This is an optimization exercise on Yosys and OpenROAD, whose aim is small area, a short achievable clock period and few clock cycles per item, not a production implementation.
Only simulation tests tie the RTL to the original design; equivalence was not proved.
Power and IR drop assume default switching activity.

==> run D <==
==> flow/design.v (excerpt) <==
module sliding_window_arq_control (
	input  logic        clk,
	input  logic        arst_n,
	input  logic        s_tvalid,
	output logic        s_tready,
	input  logic [47:0] s_tdata,    
	input  logic [1:0]  s_tuser,    
	output logic        m_tvalid,
	input  logic        m_tready,
	output logic [79:0] m_tdata,    
	output logic [2:0]  m_tuser,    
	output logic        m_tlast,
	input  logic        cfg_valid,
	output logic        cfg_ready,
	input  logic [1:0]  cfg_index,
	input  logic [30:0] cfg_data
);
	logic [2:0]  size_m1_q;         
	logic [15:0] tick_q;
	logic [30:0] timeout_q;
	logic [2:0]  tail_q;
	logic [2:0]  ptr_q;             
	logic [7:0]  occ_q;             
	logic [31:0] send_seq_q, expect_q, mark_q;
	logic [30:0] countdown_q;
	logic        cd_zero_q;         
	logic        ended_q;
	logic        in_v_q, in2_v_q;
	logic        in_data_q, in_end_q, in_recv_q, in_tick_q;
	logic        in_ack_q, in_hdr_q, in_zero_q, in_word_q;
	logic [31:0] opd_q;
	logic [9:0]  in_len_q, in2_len_q;
	logic [7:0]  in2_flags_q;
	logic [31:0] in2_opd_q;
	logic        sec_v_q, sec_close_q;
	logic [9:0]  sec_len_q;
	logic        walk_v_q, walk_pend_q;
	logic [7:0]  walk_q;
	logic        out_v_q;
	logic [80:0] out_q;             
	logic [31:0] c_seq [8];
	logic [31:0] c_ack [8];
	logic [9:0]  c_len [8];
	logic [7:0]  hit, wr_en, ack_en;
	function automatic [2:0] last_slot(input [3:0] w);
  ...
==> flow/config.mk <==
export PLATFORM = sky130hd
export DESIGN_NAME = sliding_window_arq_control
export DESIGN_NICKNAME = sliding_window_arq_control
export VERILOG_FILES = /design/flow/design.v
export SDC_FILE = /design/flow/constraint.sdc
export NUM_CORES = 4
export LEC_CHECK = 0
export ABC_CLOCK_PERIOD_IN_PS = 3500
export CAP_MARGIN = 20
export CORE_MARGIN = 2
export CORE_UTILIZATION = 60
export CTS_BUF_LIST = sky130_fd_sc_hd__clkbuf_8
export SLEW_MARGIN = 20
export TNS_END_PERCENT = 5
==> flow/constraint.sdc <==
create_clock -name core_clock -period 10.0 [get_ports {clk}]
set_input_delay 2.0000 -clock core_clock [delete_from_list [all_inputs] [get_ports {clk}]]
set_output_delay 2.0000 -clock core_clock [all_outputs]
set_load 0.01 [all_outputs]
standard.sh (not shown) runs the stock make flow with config.mk's settings and CLKGATE_MAP_FILE= SYNTH_SCRIPT=/design/flow/synth_recipe.tcl, a recipe that flattens the netlist after the stock synthesis.
==> flow/flow/run.sh <==
#!/bin/bash
# Standard layout with two changes to how it is made:
# - timing repair aims below the clock period (repair works until setup
#   slack reaches the margin, so it keeps shortening paths the 10 ns
#   constraint alone would leave as they are);
# - the port buffers are plain buf_4 cells, not the delay cells the default
#   port buffering picks.
set -euo pipefail
export SETUP_SLACK_MARGIN=6.5
export BUFFER_PORTS_ARGS="-buffer_cell sky130_fd_sc_hd__buf_4"
bash standard.sh > make.log 2>&1
==> run B: changes against run D <==
--- a/flow/design.v
+++ b/flow/design.v
@@ -89,25 +89,25 @@
 	logic [2:0]  size_m1_q;         
 	logic [15:0] tick_q;
 	logic [30:0] timeout_q;
 	logic [2:0]  tail_q;
 	logic [2:0]  ptr_q;             
+	logic [7:0]  sel_q;             
 	logic [7:0]  occ_q;             
 	logic [31:0] send_seq_q, expect_q, mark_q;
 	logic [30:0] countdown_q;
 	logic        cd_zero_q;         
 	logic        ended_q;
 	logic        in_v_q, in2_v_q;
 	logic        in_data_q, in_end_q, in_recv_q, in_tick_q;
 	logic        in_ack_q, in_hdr_q, in_zero_q, in_word_q;
 	logic [31:0] opd_q;
-	logic [9:0]  in_len_q, in2_len_q;
 	logic [7:0]  in2_flags_q;
 	logic [31:0] in2_opd_q;
 	logic        sec_v_q, sec_close_q;
 	logic [9:0]  sec_len_q;
-	logic        walk_v_q, walk_pend_q;
+	logic        walk_v_q;
 	logic [7:0]  walk_q;
 	logic        out_v_q;
 	logic [80:0] out_q;             
 	logic [31:0] c_seq [8];
 	logic [31:0] c_ack [8];
@@ -138,20 +138,25 @@
 			if (occ_rot[j]) head = tail_q + 3'(j);
 		end
 	end
 	logic makes_word, room, fire;
 	assign room = !out_v_q || m_tready;
-	logic blocked;
-	assign blocked = walk_v_q || walk_pend_q && (walk_q != 8'd0);
-	assign fire = in_v_q && !blocked && (!in_word_q || room && !sec_v_q);
+	assign fire = in_v_q && !walk_v_q && (!in_word_q || room && !sec_v_q);
 	assign s_tready = !in2_v_q;
 	assign makes_word = in_word_q && !(in_data_q && !full && in_zero_q);
 	logic [31:0] rd_seq, rd_ack;
 	logic [9:0]  rd_len;
-	assign rd_seq = c_seq[ptr_q];
-	assign rd_ack = c_ack[ptr_q];
-	assign rd_len = c_len[ptr_q];
+	always_comb begin
+		rd_seq = 32'd0;
+		rd_ack = 32'd0;
+		rd_len = 10'd0;
+		for (int i = 0; i < 8; i++) begin
+			rd_seq = rd_seq | {32{sel_q[i]}} & c_seq[i];
+			rd_ack = rd_ack | {32{sel_q[i]}} & c_ack[i];
+			rd_len = rd_len | {10{sel_q[i]}} & c_len[i];
+		end
+	end
 	logic [7:0] span [8];
 	logic [7:0] kept;
 	always_comb begin
 		for (int i = 0; i < 8; i++) begin
 			for (int j = 0; j < 8; j++) begin
@@ -167,11 +172,11 @@
 	assign cd_le_tick  = (countdown_q <= {15'd0, tick_q});
 	assign cd_le_2tick = (countdown_q <= {14'd0, tick_q, 1'b0});
 	assign to_le_tick  = (timeout_q <= {15'd0, tick_q});
 	assign cd_zero     = cd_zero_q;
 	logic [9:0] in_len, pay_len, deliv_len;
-	assign in_len    = in_len_q;
+	assign in_len    = opd_q[9:0];
 	assign pay_len   = ((in_len > swac_pkg::PAYLOAD_MAX) ? swac_pkg::PAYLOAD_MAX : in_len)
 	                   + swac_pkg::HDR_END;
 	assign deliv_len = (in_len >= swac_pkg::HDR_END) ? in_len - swac_pkg::HDR_END : 10'd0;
 	logic [31:0] expect_p1;
 	assign expect_p1 = expect_q + 32'd1;
@@ -180,12 +185,12 @@
 	logic [2:0]  w_act, w_slot;
 	logic [31:0] w_seq, w_ack;
 	logic [9:0]  w_len;
 	logic        w_last;
 	logic        do_push_slot, do_piggy, walk_start, walk_step;
-	assign walk_due  = walk_q[ptr_q];
-	assign walk_rest = walk_q & ~(8'd1 << ptr_q);
+	assign walk_due  = (walk_q & sel_q) != 8'd0;
+	assign walk_rest = walk_q & ~sel_q;
 	assign walk_end  = (walk_rest == 8'd0);
 	assign walk_step = walk_v_q && !sec_v_q && (room || !walk_due);
 	always_comb begin
 		push   = 1'b0;
 		w_act  = swac_pkg::ACT_FULL;
@@ -241,14 +246,14 @@
 				w_len  = rd_len;
 				w_last = 1'b0;
 			end
 		end
 	end
-	assign walk_start = in_v_q && !blocked && in_tick_q && cd_zero && !empty;
+	assign walk_start = in_v_q && !walk_v_q && in_tick_q && cd_zero && !empty;
 	for (genvar g = 0; g < 8; g++) begin : g_cell
 		assign wr_en[g]  = do_push_slot && (tail_q == 3'(g));
-		assign ack_en[g] = wr_en[g] || do_piggy && (ptr_q == 3'(g));
+		assign ack_en[g] = wr_en[g] || do_piggy && sel_q[g];
 		swac_cell u_cell (
 			.clk     (clk),
 			.wr_en   (wr_en[g]),
 			.ack_en  (ack_en[g]),
 			.wr_seq  (send_seq_q),
@@ -269,10 +274,11 @@
 			size_m1_q   <= 3'd7;
 			tick_q      <= 16'd10;
 			timeout_q   <= 31'd200;
 			tail_q      <= 3'd0;
 			ptr_q       <= 3'd7;
+			sel_q       <= 8'h80;
 			occ_q       <= 8'd0;
 			send_seq_q  <= 32'd1;
 			expect_q    <= 32'd1;
 			mark_q      <= 32'd0;
 			countdown_q <= 31'd200;
@@ -280,11 +286,10 @@
 			ended_q     <= 1'b0;
 			in_v_q      <= 1'b0;
 			in2_v_q     <= 1'b0;
 			sec_v_q     <= 1'b0;
 			walk_v_q    <= 1'b0;
-			walk_pend_q <= 1'b0;
 		end else begin
 			if (fire || !in_v_q) begin
 				in_v_q  <= in2_v_q || take;
 				in2_v_q <= 1'b0;
 			end else if (take) begin
@@ -295,29 +300,25 @@
 			end
 			if (walk_step) begin
 				if (walk_end) begin
 					walk_v_q <= 1'b0;
 					ptr_q    <= tail_m1;
+					sel_q    <= 8'd1 << tail_m1;
 				end else begin
 					ptr_q    <= ptr_nx;
+					sel_q    <= 8'd1 << ptr_nx;
 				end
 			end
 			cd_zero_q <= cd_le_tick;
-			if (walk_pend_q) begin
-				walk_pend_q <= 1'b0;
-				if (walk_q != 8'd0) begin
-					walk_v_q <= 1'b1;
-					ptr_q    <= head;
-				end
-			end
 			if (fire) begin
 				if (in_data_q) begin
 					if (!full) begin
 						ended_q <= 1'b0;
 						if (!in_zero_q) begin
 							tail_q     <= tail_nx;
 							ptr_q      <= tail_q;
+							sel_q      <= 8'd1 << tail_q;
 							occ_q      <= occ_q | (8'd1 << tail_q);
 							send_seq_q <= send_seq_q + 32'd1;
 						end
 					end
 				end
@@ -340,11 +341,15 @@
 				if (in_tick_q) begin
 					if (cd_zero && !empty) begin
 						mark_q      <= rd_seq;
 						countdown_q <= timeout_q;
 						cd_zero_q   <= to_le_tick;
-						walk_pend_q <= 1'b1;
+						if ((occ_q & hit) != 8'd0) begin
+							walk_v_q <= 1'b1;
+							ptr_q    <= head;
+							sel_q    <= 8'd1 << head;
+						end
 					end else begin
 						countdown_q <= cd_zero ? 31'd0 : cd_diff;
 						cd_zero_q   <= cd_zero || cd_le_2tick;
 					end
 				end
@@ -353,10 +358,11 @@
 				case (cfg_index)
 					swac_pkg::REG_WINDOW: begin
 						size_m1_q <= last_slot(cfg_data[3:0]);
 						tail_q    <= 3'd0;
 						ptr_q     <= last_slot(cfg_data[3:0]);
+						sel_q     <= 8'd1 << last_slot(cfg_data[3:0]);
 						occ_q     <= 8'd0;
 					end
 					swac_pkg::REG_TICK:    tick_q    <= cfg_data[15:0];
 					swac_pkg::REG_TIMEOUT: timeout_q <= cfg_data;
 					default: ;
@@ -378,27 +384,25 @@
 		(s_tuser == swac_pkg::KIND_TICK),
 		(s_tuser == swac_pkg::KIND_RECV),
 		(s_tuser == swac_pkg::KIND_END),
 		(s_tuser == swac_pkg::KIND_DATA)
 	};
-	assign s_opd    = s_tdata[41:10];
+	assign s_opd    = s_ack ? s_tdata[41:10] : {22'd0, s_len};
 	assign nx_flags = in2_v_q ? in2_flags_q : s_flags;
 	assign nx_opd   = in2_v_q ? in2_opd_q : s_opd;
 	always_ff @(posedge clk) begin
 		if (fire || !in_v_q) begin
 			{in_word_q, in_zero_q, in_hdr_q, in_ack_q,
 			 in_tick_q, in_recv_q, in_end_q, in_data_q} <= nx_flags;
-			in_len_q <= in2_v_q ? in2_len_q : s_len;
 			if (nx_flags[3]) begin
 				opd_q <= walk_start ? rd_seq : mark_q;
 			end else begin
 				opd_q <= nx_opd;
 			end
 		end else if (take) begin
 			in2_flags_q <= s_flags;
 			in2_opd_q   <= s_opd;
-			in2_len_q   <= s_len;
 		end
 		if (fire && in_recv_q && !in_ack_q) begin
 			sec_close_q <= in_hdr_q;
 			sec_len_q   <= in_hdr_q ? 10'd0 : deliv_len;
 		end
==> flow/flow/run.sh (replaced) <==
#!/bin/bash
# Standard layout, with timing repair aimed below the clock period: repair
# works until setup slack reaches the margin, so it keeps shortening paths
# the 10 ns constraint alone would leave as they are.
set -euo pipefail
export SETUP_SLACK_MARGIN=6.5
bash standard.sh > make.log 2>&1
==> notes <==
In run D the non-clock buffer count is lower than in run B, by 39.
Total power: run B is higher than run D (1.9%).
Run B completed with no timing, DRC or antenna violations. Run D went through all stages and came out clean.
Of run B and run D, run B has the higher worst hold slack (gap 0.0032 ns).
In run B the sequential cell count is lower than in run D, by 13.
Against run D, the first-iteration DRC count of run B is smaller by about 15%.
Of run D and run B, run B has the higher via count (gap 0.56%, measured against run B).
In run D the maximum frequency is larger than in run B, by about 4%.
==> figures <==
item                                                                                  run D                      run B
Result of the run                                                  timing/DRC/antenna clean   timing/DRC/antenna clean
Number of enable-type register cells in the synthesized netlist                         792                        772
Area growth from synthesis to final layout                                            15.2%                      18.8%
Power per cell area                                                             296 nW/um^2                295 nW/um^2
CP Launch Point                                                                    m_tready                  opd_q[16]
Switching share of power                                                              42.0%                      41.5%
Share of final-layout standard cells stronger than drive strength 1                   19.1%                      18.3%
Vertical extent of the die                                                           292 um                     291 um
Distinct cell type count after synthesis                                                 95                        102
Worst-path cell with the longest stage delay                         sky130_fd_sc_hd__buf_4  sky130_fd_sc_hd__edfxtp_1
Wire length of the first global-routing pass                                      229000 um                  234000 um
Share of the core filled with cells in the final layout                               69.9%                      71.7%
Combined flip-flop and latch cell area                                          28800 sq um                28400 sq um
Reported combinational group power                                                  7540 uW                    7410 uW
Die Span X                                                                           292 um                     291 um
Testbench counts of run D, summed over its fixed seeds: cycles 5,355, items 4,800.
Testbench counts of run B, summed over its fixed seeds: cycles 5,350, items 4,800.

-- separate check: timing with driven ports --
The flow's constraints put no driver on any port. The routed layouts listed below were extracted and timed again, unchanged, in two steps. Step 1: set_driving_cell puts a clkbuf_16 on clk and a buf_2 on each other input, an assumption about the parent block. Step 2 also shifts input and output timing later by t, the mid clock arrival at the registers, as if the neighbouring blocks saw the same clock. a / b / c = ideal / step 1 / step 2; a / b = the first two.
run | t (ns) | slack for setup (ns) | worst setup path at the end | cell pins on the clock port's net
run D | 0.901 | 6.282 / 6.315 / 5.414 | input to register | 1
run B | 0.901 | 6.134 / 6.134 / 5.291 | input to register | 1
After both steps setup and hold are still met in every run listed. For run D, which loses most, drivers alone change the setup slack by +0.033 ns; drivers and shift together by -0.868 ns.
